This design comes from an exercise in tuning for small area, a short achievable clock period and few clock cycles on the open sky130 flow, not from production work. RTL that was checked went through simulation tests only; none was proved equivalent to the original. Function not checked in run 1: the RTL went through the layout flow alone. No activity file was given, so power comes from the tool's default toggle rates.

==> design/flow/design.v <==
package tpc_pkg;
    localparam int MAX_POINTS_DEF = 64;
    localparam int COORD_BITS_DEF = 12;
    localparam int THR_W          = 12;
    localparam int THR_RESET      = 100;
    localparam int MEMBER_W       = 7;
endpackage
module tpc_divider #(
    parameter int RADIX_BITS = 2
) (
    input  logic        aclk,
    input  logic        aresetn,
    input  logic        start,       
    input  logic [17:0] sum_x,
    input  logic [17:0] sum_y,
    input  logic [6:0]  count,
    input  logic        last_in,
    input  logic        ovf_in,
    output logic        ready,       
    output logic        done,        
    input  logic        take,        
    output logic [11:0] q_x,
    output logic [11:0] q_y,
    output logic [6:0]  q_count,
    output logic        q_last,
    output logic        q_ovf
);
    localparam int STEPS = (12 + RADIX_BITS - 1) / RADIX_BITS;
    logic        busy;
    logic [3:0]  left;
    logic [5:0]  rem_x, rem_y;
    logic [11:0] qx, qy;
    logic [6:0]  den;
    logic        last_r, ovf_r;
    logic [5:0]  nrx, nry;
    logic [11:0] nqx, nqy;
    function automatic logic [17:0] step(input logic [5:0] r, input logic [11:0] q, input logic [6:0] d);
        logic [6:0] t;
        logic       fit;
        t   = {r, q[11]};
        fit = t >= d;
        step = {fit ? 6'(t - d) : t[5:0], q[10:0], fit};
    endfunction
    always_comb begin
        logic [17:0] vx, vy;
        vx = {rem_x, qx};
        vy = {rem_y, qy};
        for (int i = 0; i < RADIX_BITS; i++) begin
            vx = step(vx[17:12], vx[11:0], den);
            vy = step(vy[17:12], vy[11:0], den);
        end
        {nrx, nqx} = vx;
        {nry, nqy} = vy;
    end
    assign done  = busy && (left == '0);
    assign ready = !busy || (done && take);
    always_ff @(posedge aclk) begin
        if (!aresetn) begin
            busy <= 1'b0;
        end else if (start) begin
            busy <= 1'b1;
        end else if (done && take) begin
            busy <= 1'b0;
        end
    end
    always_ff @(posedge aclk) begin
        if (start) begin
            rem_x  <= sum_x[17:12];
            rem_y  <= sum_y[17:12];
            qx     <= sum_x[11:0];
            qy     <= sum_y[11:0];
            den    <= count;
            left   <= (count == 7'd1) ? 4'd0 : 4'(STEPS);
            last_r <= last_in;
            ovf_r  <= ovf_in;
        end else if (busy && left != '0) begin
            rem_x <= nrx;
            rem_y <= nry;
            qx    <= nqx;
            qy    <= nqy;
            left  <= left - 1'b1;
        end
    end
    assign q_x     = qx;
    assign q_y     = qy;
    assign q_count = den;
    assign q_last  = last_r;
    assign q_ovf   = ovf_r;
endmodule
module threshold_point_clustering #(
    parameter int MAX_POINTS = tpc_pkg::MAX_POINTS_DEF,
    parameter int COORD_BITS = tpc_pkg::COORD_BITS_DEF
) (
    input  logic                         aclk,
    input  logic                         aresetn,
    input  logic                         cfg_valid,
    output logic                         cfg_ready,
    input  logic [tpc_pkg::THR_W-1:0]    cfg_data,
    input  logic                         s_valid,
    output logic                         s_ready,
    input  logic [COORD_BITS-1:0]        s_point_x,
    input  logic [COORD_BITS-1:0]        s_point_y,
    input  logic                         s_last_point,
    output logic                         m_valid,
    input  logic                         m_ready,
    output logic [COORD_BITS-1:0]        m_centroid_x,
    output logic [COORD_BITS-1:0]        m_centroid_y,
    output logic [tpc_pkg::MEMBER_W-1:0] m_member_count,
    output logic                         m_last_cluster,
    output logic                         m_overflow
);
    localparam int N   = 64;
    localparam int CB  = 12;
    localparam int KS  = 4;           
    localparam int CW  = CB - KS;     
    localparam int RADIX = 4;         
    logic [N-1:0][CB-1:0] rx, ry;
    logic [N-1:0]         U, F, C;
    logic [N-1:0]         Un, Fn, Cn;
    logic       proc;             
    logic [6:0] n_pts;            
    logic       ovf;              
    logic [5:0] dgap;             
    logic       rdy;
    logic [5:0] phi;              
    logic acc, ins;
    assign acc = s_valid && rdy;
    assign ins = acc && !n_pts[6];
    logic [23:0] lim;             
    logic [CW+1:0] tc;            
    logic        active;
    logic [CB-1:0] px, py;        
    logic [17:0] sx, sy;
    logic [6:0]  cnt;
    logic          a_v, a_tsq;
    logic [CB-1:0] a_x, a_y, a_dx, a_dy;
    logic [5:0]    a_tag;
    logic          b_v, b_tsq;
    logic [23:0]   b_sqx, b_sqy;
    logic [CB-1:0] b_x, b_y;
    logic [5:0]    b_tag;
    function automatic logic [N-1:0] lowbit(input logic [N-1:0] v);
        logic [N-1:0] p;    
        p = {v[N-2:0], 1'b0};
        for (int s = 1; s < N; s = s * 2) p = p | (p << s);
        lowbit = v & ~p;
    endfunction
    logic [N-1:0] cu, sel_chk, sel_pop, sel_seed, sel, circ_m, u_hi;
    logic         cu_any, f_any, u_any, u_hi_any, pipe_empty;
    logic         do_chk, do_pop, do_seed, do_done, idle;
    logic         div_ready, r_free;
    assign cu       = C & U;
    assign cu_any   = |cu;
    assign f_any    = |F;
    assign u_any    = |U;
    assign pipe_empty = !a_v && !b_v;
    always_comb begin
        for (int k = 0; k < N; k++) circ_m[k] = (6'(k) >= phi);
    end
    assign u_hi     = U & circ_m;
    assign u_hi_any = |u_hi;
    assign sel_chk  = lowbit(cu);
    assign sel_pop  = lowbit(F);
    assign sel_seed = u_hi_any ? lowbit(u_hi) : lowbit(U);
    assign do_chk  = proc && cu_any;
    assign do_pop  = proc && !cu_any && f_any && u_any;
    assign idle    = proc && !cu_any && !(f_any && u_any) && pipe_empty
                     && (!active || r_free);
    assign do_seed = idle && u_any;
    assign do_done = idle && !u_any;      
    assign sel = do_chk ? sel_chk : (do_pop ? sel_pop : (do_seed ? sel_seed : '0));
    logic [CB-1:0] mux_x, mux_y;
    logic [5:0]    sel_idx;
    always_comb begin
        mux_x   = '0;
        mux_y   = '0;
        sel_idx = '0;
        for (int k = 0; k < N; k++) begin
            mux_x   = mux_x | (rx[k] & {CB{sel[k]}});
            mux_y   = mux_y | (ry[k] & {CB{sel[k]}});
            sel_idx = sel_idx | (6'(k) & {6{sel[k]}});
        end
    end
    function automatic logic gt7(input logic [CW-1:0] a, input logic [CW-1:0] b);
        logic g;
        g = 1'b0;
        for (int i = 0; i < CW; i++) g = (a[i] & ~b[i]) | ((a[i] | ~b[i]) & g);
        gt7 = g;
    endfunction
    logic [CW+2:0] lo_x, hi_x, lo_y, hi_y;
    logic [CW-1:0] lo_xc, hi_xc, lo_yc, hi_yc;
    logic          lo_x_all, hi_x_all, lo_y_all, hi_y_all;
    assign lo_x = {3'b010, mux_x[CB-1:KS]} - {1'b0, tc};
    assign hi_x = {3'b010, mux_x[CB-1:KS]} + {1'b0, tc};
    assign lo_y = {3'b010, mux_y[CB-1:KS]} - {1'b0, tc};
    assign hi_y = {3'b010, mux_y[CB-1:KS]} + {1'b0, tc};
    assign lo_x_all = !lo_x[CW+1];
    assign lo_y_all = !lo_y[CW+1];
    assign hi_x_all = hi_x[CW+2] || (hi_x[CW+1] && hi_x[CW]);
    assign hi_y_all = hi_y[CW+2] || (hi_y[CW+1] && hi_y[CW]);
    assign lo_xc = lo_x[CW-1:0];
    assign hi_xc = hi_x[CW-1:0];
    assign lo_yc = lo_y[CW-1:0];
    assign hi_yc = hi_y[CW-1:0];
    logic [N-1:0] box;
    always_comb begin
        for (int k = 0; k < N; k++) begin
            logic [CW-1:0] cx, cy;
            cx = rx[k][CB-1:KS];
            cy = ry[k][CB-1:KS];
            box[k] = (lo_x_all || gt7(cx, lo_xc)) && (hi_x_all || gt7(hi_xc, cx))
                  && (lo_y_all || gt7(cy, lo_yc)) && (hi_y_all || gt7(hi_yc, cy));
        end
    end
    logic [24:0]  dsum;
    logic         near, hit, hit_u;
    logic [N-1:0] hit_dec;
    assign dsum  = {1'b0, b_sqx} + {1'b0, b_sqy};
    assign near  = dsum < {1'b0, lim};
    assign hit   = b_v && !b_tsq && near;
    always_comb begin
        for (int k = 0; k < N; k++) hit_dec[k] = hit && (b_tag == 6'(k));
    end
    assign hit_u = |(hit_dec & U);
    logic clr_f;
    assign clr_f = idle;      
    always_comb begin
        for (int k = 0; k < N; k++) begin
            Un[k] = U[k] && !(do_seed && sel[k]) && !hit_dec[k];
            Fn[k] = !clr_f && ((F[k] && !(do_pop && sel[k])) || (hit_dec[k] && U[k]));
            if (do_pop || do_seed) Cn[k] = U[k] && !sel[k] && box[k];
            else                   Cn[k] = C[k] && !(do_chk && sel[k]);
        end
    end
    always_ff @(posedge aclk) begin
        for (int k = 0; k < N - 1; k++) begin
            rx[k] <= rx[k+1];
            ry[k] <= ry[k+1];
        end
        rx[N-1] <= ins ? s_point_x : rx[0];
        ry[N-1] <= ins ? s_point_y : ry[0];
    end
    always_ff @(posedge aclk) begin
        if (!aresetn) begin
            U <= '0;
            F <= '0;
        end else begin
            U <= {ins ? 1'b1 : Un[0], Un[N-1:1]};
            F <= {ins ? 1'b0 : Fn[0], Fn[N-1:1]};
        end
        C <= {ins ? 1'b0 : Cn[0], Cn[N-1:1]};
    end
    always_ff @(posedge aclk) begin
        if (!aresetn) begin
            proc  <= 1'b0;
            n_pts <= '0;
            ovf   <= 1'b0;
            dgap  <= '0;
            rdy   <= 1'b1;
            phi   <= '0;
        end else begin
            phi  <= (ins && n_pts == 7'd0) ? 6'd63 : phi - 1'b1;
            dgap <= ins ? 6'd0 : dgap - 1'b1;
            if (!proc) begin
                if (acc) begin
                    if (!n_pts[6]) n_pts <= n_pts + 1'b1;
                    else           ovf   <= 1'b1;
                    if (s_last_point) begin
                        proc <= 1'b1;
                        rdy  <= 1'b0;
                    end else begin
                        rdy <= 1'b1;
                    end
                end else begin
                    rdy <= (n_pts == 7'd0) || n_pts[6] || (dgap == 6'd1);
                end
            end else if (do_done) begin
                proc  <= 1'b0;
                n_pts <= '0;
                ovf   <= 1'b0;
                rdy   <= 1'b1;
            end
        end
    end
    logic [CB-1:0] t_m1;
    assign t_m1 = cfg_data - 1'b1;
    always_ff @(posedge aclk) begin
        if (!aresetn) begin
            tc <= (CW+2)'((tpc_pkg::THR_RESET - 2) / (1 << KS) + 2);
        end else if (cfg_valid) begin
            tc <= (cfg_data == '0) ? '0 : (CW+2)'({1'b0, t_m1[CB-1:KS]} + (t_m1[KS-1:0] != '0) + 1'b1);
        end
    end
    always_ff @(posedge aclk) begin
        if (!aresetn) begin
            lim <= 24'(tpc_pkg::THR_RESET * tpc_pkg::THR_RESET);
        end else if (b_v && b_tsq) begin
            lim <= dsum[23:0];
        end
    end
    always_ff @(posedge aclk) begin
        if (do_pop || do_seed) begin
            px <= mux_x;
            py <= mux_y;
        end
    end
    always_ff @(posedge aclk) begin
        if (!aresetn) begin
            a_v <= 1'b0;
            b_v <= 1'b0;
        end else begin
            a_v <= do_chk || cfg_valid;
            b_v <= a_v;
        end
    end
    function automatic logic [2*CB-1:0] sq(input logic [CB-1:0] a);
        logic [2*CB-1:0] r;
        r = '0;
        for (int i = 0; i < CB; i++) begin
            r = r + ((2*CB)'(a[i]) << (2 * i));
            for (int j = i + 1; j < CB; j++) r = r + ((2*CB)'(a[i] & a[j]) << (i + j + 1));
        end
        sq = r;
    endfunction
    logic [CB:0]   ex, ey;
    logic [CB-1:0] dx, dy;
    assign ex = {1'b0, mux_x} - {1'b0, px};
    assign ey = {1'b0, mux_y} - {1'b0, py};
    assign dx = ex[CB] ? CB'(-ex) : ex[CB-1:0];
    assign dy = ey[CB] ? CB'(-ey) : ey[CB-1:0];
    always_ff @(posedge aclk) begin
        a_tsq <= cfg_valid;
        a_dx  <= cfg_valid ? cfg_data : dx;
        a_dy  <= cfg_valid ? '0 : dy;
        a_x   <= mux_x;
        a_y   <= mux_y;
        a_tag <= sel_idx - 1'b1;
        b_tsq <= a_tsq;
        b_sqx <= sq(a_dx);
        b_sqy <= sq(a_dy);
        b_x   <= a_x;
        b_y   <= a_y;
        b_tag <= a_tag - 1'b1;
    end
    logic [17:0] sx_n, sy_n;
    logic [6:0]  cnt_n;
    always_ff @(posedge aclk) begin
        if (!aresetn) begin
            active <= 1'b0;
        end else if (idle) begin
            active <= do_seed;
        end
    end
    always_ff @(posedge aclk) begin
        if (do_seed) begin
            sx  <= 18'(mux_x);
            sy  <= 18'(mux_y);
            cnt <= 7'd1;
        end else if (hit_u) begin
            sx  <= sx + 18'(b_x);
            sy  <= sy + 18'(b_y);
            cnt <= cnt + 1'b1;
        end
    end
    logic        d_done, d_take, d_start;
    logic [11:0] q_x, q_y;
    logic [6:0]  q_cnt;
    logic        q_last, q_ovf;
    logic        m_valid_r;
    logic          r_v, r_last, r_ovf;
    logic [17:0]   r_sx, r_sy;
    logic [6:0]    r_cnt;
    assign d_start = r_v && div_ready;
    assign r_free  = !r_v || div_ready;
    assign d_take  = d_done && (!m_valid_r || m_ready);
    always_ff @(posedge aclk) begin
        if (!aresetn) begin
            r_v <= 1'b0;
        end else if (idle && active) begin
            r_v <= 1'b1;
        end else if (d_start) begin
            r_v <= 1'b0;
        end
    end
    always_ff @(posedge aclk) begin
        if (idle && active) begin
            r_sx   <= sx;
            r_sy   <= sy;
            r_cnt  <= cnt;
            r_last <= !u_any;
            r_ovf  <= ovf;
        end
    end
    tpc_divider #(.RADIX_BITS(RADIX)) u_div (
        .aclk    (aclk),
        .aresetn (aresetn),
        .start   (d_start),
        .sum_x   (r_sx),
        .sum_y   (r_sy),
        .count   (r_cnt),
        .last_in (r_last),
        .ovf_in  (r_ovf),
        .ready   (div_ready),
        .done    (d_done),
        .take    (d_take),
        .q_x     (q_x),
        .q_y     (q_y),
        .q_count (q_cnt),
        .q_last  (q_last),
        .q_ovf   (q_ovf)
    );
    logic [CB-1:0] mcx, mcy;
    logic [6:0]    mcnt;
    logic          mlast, movf;
    always_ff @(posedge aclk) begin
        if (!aresetn) begin
            m_valid_r <= 1'b0;
        end else if (d_take) begin
            m_valid_r <= 1'b1;
        end else if (m_ready) begin
            m_valid_r <= 1'b0;
        end
    end
    always_ff @(posedge aclk) begin
        if (d_take) begin
            mcx   <= q_x;
            mcy   <= q_y;
            mcnt  <= q_cnt;
            mlast <= q_last;
            movf  <= q_ovf;
        end
    end
    assign cfg_ready      = 1'b1;
    assign s_ready        = rdy;
    assign m_valid        = m_valid_r;
    assign m_centroid_x   = mcx;
    assign m_centroid_y   = mcy;
    assign m_member_count = mcnt;
    assign m_last_cluster = mlast;
    assign m_overflow     = movf;
endmodule
==> design/flow/run.sh <==
#!/bin/bash
# synth_recipe.tcl (not shown) runs the flow's synth.tcl, then flattens the netlist and writes it again
# the make line also repeats each setting of config.mk as NAME=value (left out here)
make -C /OpenROAD-flow-scripts/flow DESIGN_CONFIG=/design/flow/config.mk WORK_HOME=/design/flow/orfs CLKGATE_MAP_FILE= SYNTH_SCRIPT=/design/flow/synth_recipe.tcl finish
==> design/flow/config.mk <==
export PLATFORM = sky130hd
export DESIGN_NAME = threshold_point_clustering
export DESIGN_NICKNAME = threshold_point_clustering
export VERILOG_FILES = /design/flow/design.v
export SDC_FILE = /design/flow/constraint.sdc
export NUM_CORES = 4
export LEC_CHECK = 0
export ABC_CLOCK_PERIOD_IN_PS = 4000
export CAP_MARGIN = 20
export CORE_MARGIN = 2
export CORE_UTILIZATION = 50
export SETUP_SLACK_MARGIN = 4.5
export SLEW_MARGIN = 20
==> design/flow/constraint.sdc <==
create_clock -name core_clock -period 9.0 [get_ports {aclk}]
set_input_delay 1.8000 -clock core_clock [delete_from_list [all_inputs] [get_ports {aclk}]]
set_output_delay 1.8000 -clock core_clock [all_outputs]
set_load 0.01 [all_outputs]
==> results.toml, run 1 <==
[outcome]
status = "did not finish"
flow.stopped_at = "global routing"
tool.error = "[ERROR GRT-0116] Global routing finished with congestion. Check the congestion regions in the DRC Viewer."

[place]
dp_hpwl_um = 572000
place_inst = 15102
port_buffers = 76
dp_slack_ns = -2.53
gp_congestion = 1.45

[synthesis]
syn-cell-area_um2 = 102000
syn_area_per_cell_um2 = 9.43
synth_cells = 10850
synth_edf_count = 175
async_reset_ff_share_pct = 0
syn_nets = 11297
synth_area_leaders = "dfxtp_1, maj3_1, edfxtp_1, ha_1, nand2_1"
synth_top_area_share_pct = 38.0
synth_common_cells = "dfxtp_1, maj3_1, nand2_1"
synth-main-ff-cell = "dfxtp_1"
yosys_warnings = 2
synth_most_common_cell = "dfxtp_1"
synth_top_cell_by_area = "dfxtp_1"
ys_seq_elements = 2115
seq_area_frac_synth_pct = 43.1
synth.distinct_cells = 99

[floorplanning]
die_w_um = 456
ios = 78
rows = 166
initial_core_util_pct = 50.1
die_y_um = 456

[global_routing]
grt_pass1_wl_um = 1060000
grt_remaining_overflow = 56
grt_usage_pct = 73.2
grt_pass1_vias = 120174
grt_max_degree = 64

[clock_tree]
clock_path_buffers = 3
htree_levels = 4
root_buffer = "clkbuf_16"
cts_num_sinks = 2115
cts_made_buffers = 219
-- power by group through the flow --
stage	registers, mW	clock network, mW	logic [mW]
2_1_floorplan	10.6	0	2.90
3_3_place_gp	11.1	0	4.96
3_5_place_dp	11.1	0	5.09
4_1_cts	10.9	10.0	5.49
-- repair_timing --
action                     in CTS
setup buffers                 135
pin swaps                     662
hold buffers                    0
gates cloned                    8
resized for setup            1036
setup endpoints to repair     438
-- metal layers --
layer / track usage [%] / GRT overflow
met1: 76.2 / 2
met4: 67.7 / 25
met5: 31.7 / 0
met3: 59.1 / 0
met2: 87.3 / 29
-- cells by family after synthesis --
group	after synthesis	share of synthesized area, %
AOI/OAI and AO/OA	2842	19.1
and+or+nand+nor	3042	14.5
xor gates and xnor gates	200	1.71
buffers and inverters	1016	3.82
other	1	0.00367
muxes	64	0.695
adders and majority gates	1570	17.0
DFF	2115	43.1
-- worst min-delay path by stage --
stage | from | to
after floorplan | a_tsq | b_tsq
after global placement | a_x[0] | b_x[0]
after detailed placement | a_x[5] | b_x[5]
after CTS | rx[49] | rx[37]
-- per-stage QoR --
step           cell area [µm²]  total power [mW]  hold slack (ns)
2_1_floorplan           104000              13.5            0.310
3_3_place_gp            124000              16.0            0.311
3_5_place_dp            124000              16.2            0.312
4_1_cts                 137000              26.4            0.305
==> inputs of run 2 (changes only) <==
--- a/design/flow/design.v
+++ b/design/flow/design.v
@@ -111,9 +111,8 @@
 );
     localparam int N   = 64;
     localparam int CB  = 12;
-    localparam int KS  = 4;           
+    localparam int KS  = 5;           
     localparam int CW  = CB - KS;     
-    localparam int RADIX = 4;         
     logic [N-1:0][CB-1:0] rx, ry;
     logic [N-1:0]         U, F, C;
     logic [N-1:0]         Un, Fn, Cn;
@@ -127,13 +126,13 @@
     assign acc = s_valid && rdy;
     assign ins = acc && !n_pts[6];
     logic [23:0] lim;             
-    logic [CW+1:0] tc;            
+    logic [7:0]  tc;              
     logic        active;
     logic [CB-1:0] px, py;        
     logic [17:0] sx, sy;
     logic [6:0]  cnt;
     logic          a_v, a_tsq;
-    logic [CB-1:0] a_x, a_y, a_dx, a_dy;
+    logic [CB-1:0] a_x, a_y;
     logic [5:0]    a_tag;
     logic          b_v, b_tsq;
     logic [23:0]   b_sqx, b_sqy;
@@ -148,7 +147,7 @@
     logic [N-1:0] cu, sel_chk, sel_pop, sel_seed, sel, circ_m, u_hi;
     logic         cu_any, f_any, u_any, u_hi_any, pipe_empty;
     logic         do_chk, do_pop, do_seed, do_done, idle;
-    logic         div_ready, r_free;
+    logic         div_ready;
     assign cu       = C & U;
     assign cu_any   = |cu;
     assign f_any    = |F;
@@ -165,7 +164,7 @@
     assign do_chk  = proc && cu_any;
     assign do_pop  = proc && !cu_any && f_any && u_any;
     assign idle    = proc && !cu_any && !(f_any && u_any) && pipe_empty
-                     && (!active || r_free);
+                     && (!active || div_ready);
     assign do_seed = idle && u_any;
     assign do_done = idle && !u_any;      
     assign sel = do_chk ? sel_chk : (do_pop ? sel_pop : (do_seed ? sel_seed : '0));
@@ -181,35 +180,18 @@
             sel_idx = sel_idx | (6'(k) & {6{sel[k]}});
         end
     end
-    function automatic logic gt7(input logic [CW-1:0] a, input logic [CW-1:0] b);
-        logic g;
-        g = 1'b0;
-        for (int i = 0; i < CW; i++) g = (a[i] & ~b[i]) | ((a[i] | ~b[i]) & g);
-        gt7 = g;
-    endfunction
-    logic [CW+2:0] lo_x, hi_x, lo_y, hi_y;
-    logic [CW-1:0] lo_xc, hi_xc, lo_yc, hi_yc;
-    logic          lo_x_all, hi_x_all, lo_y_all, hi_y_all;
-    assign lo_x = {3'b010, mux_x[CB-1:KS]} - {1'b0, tc};
-    assign hi_x = {3'b010, mux_x[CB-1:KS]} + {1'b0, tc};
-    assign lo_y = {3'b010, mux_y[CB-1:KS]} - {1'b0, tc};
-    assign hi_y = {3'b010, mux_y[CB-1:KS]} + {1'b0, tc};
-    assign lo_x_all = !lo_x[CW+1];
-    assign lo_y_all = !lo_y[CW+1];
-    assign hi_x_all = hi_x[CW+2] || (hi_x[CW+1] && hi_x[CW]);
-    assign hi_y_all = hi_y[CW+2] || (hi_y[CW+1] && hi_y[CW]);
-    assign lo_xc = lo_x[CW-1:0];
-    assign hi_xc = hi_x[CW-1:0];
-    assign lo_yc = lo_y[CW-1:0];
-    assign hi_yc = hi_y[CW-1:0];
+    logic [9:0] lo_x, hi_x, lo_y, hi_y;
+    assign lo_x = {3'b010, mux_x[CB-1:KS]} - {2'b0, tc};
+    assign hi_x = {3'b010, mux_x[CB-1:KS]} + {2'b0, tc};
+    assign lo_y = {3'b010, mux_y[CB-1:KS]} - {2'b0, tc};
+    assign hi_y = {3'b010, mux_y[CB-1:KS]} + {2'b0, tc};
     logic [N-1:0] box;
     always_comb begin
         for (int k = 0; k < N; k++) begin
-            logic [CW-1:0] cx, cy;
-            cx = rx[k][CB-1:KS];
-            cy = ry[k][CB-1:KS];
-            box[k] = (lo_x_all || gt7(cx, lo_xc)) && (hi_x_all || gt7(hi_xc, cx))
-                  && (lo_y_all || gt7(cy, lo_yc)) && (hi_y_all || gt7(hi_yc, cy));
+            logic [9:0] cx, cy;
+            cx = {3'b010, rx[k][CB-1:KS]};
+            cy = {3'b010, ry[k][CB-1:KS]};
+            box[k] = (cx > lo_x) && (cx < hi_x) && (cy > lo_y) && (cy < hi_y);
         end
     end
     logic [24:0]  dsum;
@@ -286,9 +268,9 @@
     assign t_m1 = cfg_data - 1'b1;
     always_ff @(posedge aclk) begin
         if (!aresetn) begin
-            tc <= (CW+2)'((tpc_pkg::THR_RESET - 2) / (1 << KS) + 2);
+            tc <= 8'd5;
         end else if (cfg_valid) begin
-            tc <= (cfg_data == '0) ? '0 : (CW+2)'({1'b0, t_m1[CB-1:KS]} + (t_m1[KS-1:0] != '0) + 1'b1);
+            tc <= (cfg_data == '0) ? 8'd0 : 8'({1'b0, t_m1[CB-1:KS]} + (t_m1[KS-1:0] != '0) + 1'b1);
         end
     end
     always_ff @(posedge aclk) begin
@@ -299,7 +281,10 @@
         end
     end
     always_ff @(posedge aclk) begin
-        if (do_pop || do_seed) begin
+        if (cfg_valid) begin
+            px <= '0;
+            py <= '0;
+        end else if (do_pop || do_seed) begin
             px <= mux_x;
             py <= mux_y;
         end
@@ -313,31 +298,17 @@
             b_v <= a_v;
         end
     end
-    function automatic logic [2*CB-1:0] sq(input logic [CB-1:0] a);
-        logic [2*CB-1:0] r;
-        r = '0;
-        for (int i = 0; i < CB; i++) begin
-            r = r + ((2*CB)'(a[i]) << (2 * i));
-            for (int j = i + 1; j < CB; j++) r = r + ((2*CB)'(a[i] & a[j]) << (i + j + 1));
-        end
-        sq = r;
-    endfunction
-    logic [CB:0]   ex, ey;
     logic [CB-1:0] dx, dy;
-    assign ex = {1'b0, mux_x} - {1'b0, px};
-    assign ey = {1'b0, mux_y} - {1'b0, py};
-    assign dx = ex[CB] ? CB'(-ex) : ex[CB-1:0];
-    assign dy = ey[CB] ? CB'(-ey) : ey[CB-1:0];
+    assign dx = (a_x > px) ? a_x - px : px - a_x;
+    assign dy = (a_y > py) ? a_y - py : py - a_y;
     always_ff @(posedge aclk) begin
         a_tsq <= cfg_valid;
-        a_dx  <= cfg_valid ? cfg_data : dx;
-        a_dy  <= cfg_valid ? '0 : dy;
-        a_x   <= mux_x;
-        a_y   <= mux_y;
+        a_x   <= cfg_valid ? cfg_data : mux_x;
+        a_y   <= cfg_valid ? '0 : mux_y;
         a_tag <= sel_idx - 1'b1;
         b_tsq <= a_tsq;
-        b_sqx <= sq(a_dx);
-        b_sqy <= sq(a_dy);
+        b_sqx <= dx * dx;
+        b_sqy <= dy * dy;
         b_x   <= a_x;
         b_y   <= a_y;
         b_tag <= a_tag - 1'b1;
@@ -367,39 +338,17 @@
     logic [6:0]  q_cnt;
     logic        q_last, q_ovf;
     logic        m_valid_r;
-    logic          r_v, r_last, r_ovf;
-    logic [17:0]   r_sx, r_sy;
-    logic [6:0]    r_cnt;
-    assign d_start = r_v && div_ready;
-    assign r_free  = !r_v || div_ready;
+    assign d_start = idle && active;
     assign d_take  = d_done && (!m_valid_r || m_ready);
-    always_ff @(posedge aclk) begin
-        if (!aresetn) begin
-            r_v <= 1'b0;
-        end else if (idle && active) begin
-            r_v <= 1'b1;
-        end else if (d_start) begin
-            r_v <= 1'b0;
-        end
-    end
-    always_ff @(posedge aclk) begin
-        if (idle && active) begin
-            r_sx   <= sx;
-            r_sy   <= sy;
-            r_cnt  <= cnt;
-            r_last <= !u_any;
-            r_ovf  <= ovf;
-        end
-    end
-    tpc_divider #(.RADIX_BITS(RADIX)) u_div (
+    tpc_divider #(.RADIX_BITS(2)) u_div (
         .aclk    (aclk),
         .aresetn (aresetn),
         .start   (d_start),
-        .sum_x   (r_sx),
-        .sum_y   (r_sy),
-        .count   (r_cnt),
-        .last_in (r_last),
-        .ovf_in  (r_ovf),
+        .sum_x   (sx),
+        .sum_y   (sy),
+        .count   (cnt),
+        .last_in (!u_any),
+        .ovf_in  (ovf),
         .ready   (div_ready),
         .done    (d_done),
         .take    (d_take),
==> design/flow/config.mk (replaced) <==
export PLATFORM = sky130hd
export DESIGN_NAME = threshold_point_clustering
export DESIGN_NICKNAME = threshold_point_clustering
export VERILOG_FILES = /design/flow/design.v
export SDC_FILE = /design/flow/constraint.sdc
export NUM_CORES = 4
export LEC_CHECK = 0
export CAP_MARGIN = 20
export CORE_MARGIN = 2
export CORE_UTILIZATION = 45
export SLEW_MARGIN = 20
==> run 2 against run 1 <==
  * The layout now fails its checks (negative setup slack)
  * Synthesized area rose by 15%
  * Synthesized cell count rose by 13%
==> results.toml, run 2 <==
[outcome]
status = "failed layout checks"
so_faults = "negative setup slack"

[clock_tree]
cts_tree = "yes"
path_clk_slew_ns = 0.07
cts_num_sinks = 2044
root_buffer = "clkbuf_16"
cts_made_buffers = 229
clock_path_buffers = 4
hold_buffers = 0
htree_levels = 4
clk_latency_ns = 1.05

[critical_path]
crit_required_ns = 9.85
crit_start = "U[32]"
r2r-end = "C[18]"
rr_worst_depth = 42
endpoint_kind = "flip-flop"
rrSetupSlack_ns = -0.25
worst_path_max_delay_cell = "a222oi_1"
cpMostUsedCell = "buf_4"
cp-start-kind = "flip-flop"
max_stage_delay_ns = 1.19
critPathMaxFanout = 11
r2r_start = "U[32]"
crit_arrival_ns = 10.09
criticalPathCategory = "flip-flop to flip-flop"

[synthesis]
synth_cells = 12285
synth_top_cell_by_area = "dfxtp_1"
synth-main-ff-cell = "dfxtp_1"
synth_area_leaders = "dfxtp_1, ha_1, a21oi_1, o21ai_0, fa_1"
synth_top_area_share_pct = 33.0
async_reset_ff_share_pct = 0
seq_area_frac_synth_pct = 35.7
synth.distinct_cells = 118
yosys_warnings = 2
synth_common_cells = "ha_1, dfxtp_1, a21oi_1"
syn_nets = 14525
syn-cell-area_um2 = 118000
syn_area_per_cell_um2 = 9.57
synth_edf_count = 106
synth_most_common_cell = "ha_1"
ys_seq_elements = 2044

[place]
port_buffers = 76
gp_congestion = 1.23
dp_slack_ns = -1.77
dp_hpwl_um = 595000
place_inst = 17391
place_area_um2 = 140000

[sta]
fin_crit_sh_pct = 103
tightest_slew_ns = 1.39
relSlewSlack_pct = 7.17
period_needed_ns = 9.25
setup_slack_ns = -0.245
rsz0062_at_grt = "yes"
finClkSkew_ns = 0.175
setup_viol = 41
final.setup.tns_ns = -3.31
drv_slew = 0
max_freq_ghz = 0.108
hold_viol = 0
holdWs_ns = 0.293

[final_layout]
area_growth_pct = 27.9
layout_commonest_cell = "ha_1"
final_area_um2 = 150000
stdcell_count = 17982
fillers = 21929
most-common-layout-cells = "ha_1, dfxtp_1, buf_4, a21oi_1, nand2_1"
drive_above_1_share_pct = 21.0
top_regs = "rx x768, ry x768"
fin_nets = 16514

[route]
dr_total_vias = 124540
route.detailed.drc = 0
drtAntennaViolNets = 0
drt_iter0_drc = 20587
wl_um = 755000
wl_per_cell_um = 42.0
firstDrtPassIters = 17
routed_via_density = 6.93

[worst_hold_path]
min_to = "rx[432]"
min_path_type = "flip-flop to flip-flop"
worstHoldStart = "rx[444]"
hold_depth = 0

[run]
maxCapViolations = 0

[floorplanning]
rows = 187
die_w_um = 515
initial_core_util_pct = 45.3
core_area_um2 = 260000
ios = 78
dieArea_um2 = 265000
die_y_um = 515

[power]
power_density_nw_per_um2 = 237
ir_drop_mv = 1.31
power.static_leakage_nw = 68.7

[global_routing]
antenna_found_initial = 158
grt_max_degree = 64
grt_pass1_vias = 118685
grt_usage_pct = 55.2
grt_remaining_overflow = 0
grt_pass1_wl_um = 1000000
[run 2: worst max-delay path by stage]
stage	to	slack, ns	cells past startpoint
2_1_floorplan	C[58]	0.04	30
3_3_place_gp	C[11]	-2.03	39
3_5_place_dp	C[11]	-1.77	39
4_1_cts	b_sqy[19]	-0.009	32
5_1_grt	C[3]	-0.15	42
6_report	C[18]	-0.25	42
[run 2: layout make-up]
cell class | instances | area, µm² | area share (%)
multi-input cells | 9210 | 74200 | 49.3
flip-flops and latches | 2044 | 42000 | 27.9
clock buffers | 287 | 6340 | 4.22
well taps | 3402 | 4260 | 2.83
diodes | 123 | 308 | 0.205
clock inverters | 127 | 1470 | 0.975
repair buffers | 2212 | 19600 | 13.1
inverters | 577 | 2170 | 1.44
[run 2: critical path, delay by kind of cell (launching register included)]
kind / cells / cell delay, ns
buffers and inverters: 15 / 2.68
AO/OA/AOI/OAI: 11 / 3.07
XOR/XNOR: 1 / 0.15
adder cells (fa/ha/maj): 2 / 0.53
flip-flops: 1 / 0.45
AND/OR/NAND/NOR: 13 / 2.17
[run 2: power breakdown]
group	leakage (nW)	switching (mW)	total [mW]	internal, mW
logic	48.0	8.16	14.7	6.53
clock network	3.77	4.39	10.1	5.66
registers	16.9	1.00	10.9	9.85
[run 2: timing repair]
action,4_1_cts,5_1_grt
gates resized for setup,77,315
buffers inserted,17,37
pin swaps,16,84
endpoints found under the setup margin,68,75
[run 2: through the flow]
stage               util [%]  power [mW]
finish                  57.9        35.6
global route            57.8        37.2
CTS                     57.1        34.7
detailed placement      53.9        24.7
global placement        53.9        24.1
floorplan                  -        19.5
[run 2: per-layer routing]
metal  share of wire, %  track usage, %  vias up  wire [µm]
li1                   -               -    49459          -
met1                 34            61.9    60012     260000
met2                 39            75.5    11074     291000
met3                 15            27.8     3933     115000
met4                 12            50.2       62      87500
met5               0.12            1.99        -        873
[run 2: cells by family (layout without fill, tap and decap cells)]
group           count (synthesis)  after routing  share of synthesized area, %
other cells                     1            124                       0.00319
flops                        2044           2044                          35.7
compound gates               3143           3143                          17.8
xor+xnor                      215            215                          1.60
simple gates                 3546           3546                          16.0
mux                            59             59                         0.542
fa+ha+maj                    2246           2246                          24.9
buf+inv                      1031           3203                          3.47
Testbench counts of run 2, summed over its fixed seeds: cycles 10,985.

## what the ideal ports hide
Ports are ideal in the flow. The routed layout listed here was re-timed in OpenROAD. Step 1 assumes that a clkbuf_16 drives the clock port and a buf_2 every other input. Step 2 moves the port delays by t, midway between the first and last clock arrival at a register: inputs arrive t later, outputs are due t later. That takes back most of the time a late clock gives input paths. Three values: ideal ports, drivers, drivers and shift; two values: the first two.
run: run 2
shift t [ns]: 1.074
setup WS [ns]: -0.245 / -0.245 / -0.957
worst setup path after step 2: input to register
worst slew at a driven data input, ns: 0.11
For run 2, drivers alone change the setup slack by 0.000 ns; drivers and shift together by -0.712 ns.
